From an optimization exercise on the open Yosys and OpenROAD flow, aimed at small area, a short achievable clock period and few clock cycles; shortcuts taken in it are not production practice.
Only simulation tests tie the RTL to the original design; equivalence was not proved.
Power figures rest on the tool's default switching activity, not on a simulated workload.

## cursor_text_buffer_editor_core
module cursor_text_buffer_editor_core #(
    parameter int BUFFER_BYTES = 256
) (
    input  logic                           clk,
    input  logic                           rst_n,
    input  logic                           in_valid,
    output logic                           in_ready,
    input  logic [ctbe_pkg::ACTION_W-1:0]  action,
    input  logic [ctbe_pkg::COUNT_W-1:0]   count,
    input  logic [ctbe_pkg::BYTE_W-1:0]    value,
    input  logic [ctbe_pkg::PEEK_W-1:0]    peek_index,
    output logic                           out_valid,
    input  logic                           out_ready,
    output logic [ctbe_pkg::CURSOR_W-1:0]  cursor,
    output logic [ctbe_pkg::BYTE_W-1:0]    peek_byte,
    output logic                           error
);
==> flow/config.mk <==
export PLATFORM = sky130hd
export DESIGN_NAME = cursor_text_buffer_editor_core
export DESIGN_NICKNAME = cursor_text_buffer_editor_core
export VERILOG_FILES = /design/flow/design.v
export SDC_FILE = /design/flow/constraint.sdc
export NUM_CORES = 4
export LEC_CHECK = 0
export CAP_MARGIN = 20
export CORE_MARGIN = 2
export CORE_UTILIZATION = 60
export CTS_CLUSTER_DIAMETER = 100
export CTS_CLUSTER_SIZE = 30
export SETUP_SLACK_MARGIN = 5
export SLEW_MARGIN = 60
export SYNTH_HIERARCHICAL = 1
==> flow/constraint.sdc <==
create_clock -name core_clock -period 10.0 [get_ports {clk}]
set_input_delay 2.0000 -clock core_clock [delete_from_list [all_inputs] [get_ports {clk}]]
set_output_delay 2.0000 -clock core_clock [all_outputs]
set_load 0.01 [all_outputs]
standard.sh (not shown) runs the stock make flow with config.mk's settings and CLKGATE_MAP_FILE= SYNTH_SCRIPT=/design/flow/synth_recipe.tcl, a recipe that flattens the netlist after the stock synthesis.
==> flow/flow/run.sh <==
#!/bin/bash
# The standard layout (the standard.sh: standard synthesis, floorplan, placement, CTS,
# routing), except that the input and output ports are buffered with
# sky130_fd_sc_hd__buf_2 instead of the cell buffer_ports picks on its own
# (sky130_fd_sc_hd__clkdlybuf4s50_1, a delay buffer). Every port still gets one buffer.
# The whole output of the flow (make, yosys, openroad) goes to standard.log here; ORFS's
# per-step logs stay under orfs/logs/.
set -uo pipefail
export BUFFER_PORTS_ARGS="-buffer_cell sky130_fd_sc_hd__buf_2"
bash standard.sh > standard.log 2>&1
rc=$?
tail -n 40 standard.log
exit $rc
The baseline produced a clean layout.
Testbench counts at the start, summed over its fixed seeds: cycles 4,032.
Edit:
--- a/flow/config.mk
+++ b/flow/config.mk
@@ -10,3 +10,3 @@
-export CORE_UTILIZATION = 60
-export CTS_CLUSTER_DIAMETER = 100
-export CTS_CLUSTER_SIZE = 30
+export CORE_UTILIZATION = 50
+export CTS_CLUSTER_DIAMETER = 80
+export CTS_CLUSTER_SIZE = 24
The new run went through all stages and came out clean.
Synthesized cell count stays the same.
Fmax came out lower by 1.2%.
Sequential power is about the same.
Core utilization fell by 10 points.
Die area went up by 20%.
Routed wire length is higher by 2.9%.
Hold slack stays flat.

========
## run A
Another version of the RTL of cursor_text_buffer_editor_core (not shown whole).
Size: ~5,100 cells after synthesis, roughly 2,300 flip-flops, ~91,000 um^2 of cells after synthesis.
==> flow/config.mk <==
export PLATFORM = sky130hd
export DESIGN_NAME = cursor_text_buffer_editor_core
export DESIGN_NICKNAME = cursor_text_buffer_editor_core
export VERILOG_FILES = /design/flow/design.v
export SDC_FILE = /design/flow/constraint.sdc
export NUM_CORES = 4
export LEC_CHECK = 0
export CAP_MARGIN = 20
export CORE_MARGIN = 2
export CORE_UTILIZATION = 40
export CTS_CLUSTER_DIAMETER = 100
export CTS_CLUSTER_SIZE = 30
export SETUP_SLACK_MARGIN = 5
export SLEW_MARGIN = 60
export SYNTH_HIERARCHICAL = 1
==> flow/constraint.sdc <==
create_clock -name core_clock -period 10.0 [get_ports {clk}]
set_input_delay 2.0000 -clock core_clock [delete_from_list [all_inputs] [get_ports {clk}]]
set_output_delay 2.0000 -clock core_clock [all_outputs]
set_load 0.01 [all_outputs]
Scripts as last shown in full above: flow/flow/run.sh
Testbench counts of run A, summed over its fixed seeds: cycles 4,032.
For run B, these inputs were changed with respect to run A:
==> flow/run.sh (new file) <==
#!/bin/bash
# synth_recipe.tcl (not shown) runs the flow's synth.tcl, then flattens the netlist and writes it again
# the make line also repeats each setting of config.mk as NAME=value (left out here)
make -C /OpenROAD-flow-scripts/flow DESIGN_CONFIG=/design/flow/config.mk WORK_HOME=/design/flow/orfs CLKGATE_MAP_FILE= SYNTH_SCRIPT=/design/flow/synth_recipe.tcl finish
removed: flow/flow/run.sh
removed: flow/standard.sh
Results
- Looking at the reports, run B completed the entire flow and the layout it produced met the timing, design-rule and antenna checks.
- Headroom to the max-slew limit improves in run B relative to run A.
- [run B] post-placement setup slack fell 170 ps relative to run A
- The final-stage net count of run B and that of run A are within noise of each other.
- In the flow results for run A and run B, the fraction of cell area in non-clock buffers is larger on run B.
- The run with more routed wire is run A, not run B.
- Summary of the comparison: switching fraction of total power is lower in run B, relative to run A.
- Changes observed in run B relative to run A: final area roughly the same, total power after layout moved down.
- Run B -> run A: number of standard cells in the final layout excluding fillers flat

re-timing with driven ports:
The results above use ideal ports. As a check the final layouts listed here were re-extracted and re-timed, cells and wires unchanged.
Step 1: set_driving_cell puts a clkbuf_16 on clk and a buf_2 on each other input, an assumption about the parent block.
Step 2 also shifts input and output timing later by t, the mid clock arrival at the registers, as if the neighbouring blocks saw the same clock.
Slacks: ideal ports / drivers / drivers and shift; pairs: ideal ports / drivers.
run	shift t [ns]	slack for setup (ns)	latest minus earliest clock arrival (ns)
the first run of note 1	0.818	6.657 / 6.573 / 6.811	0.044 / 0.044
the second run of note 1	0.855	6.615 / 6.537 / 6.796	0.035 / 0.035
run A	0.838	6.296 / 6.296 / 6.296	0.049 / 0.050
run B	0.839	6.051 / 5.967 / 6.360	0.039 / 0.039
After both steps setup and hold are still met in every run listed.
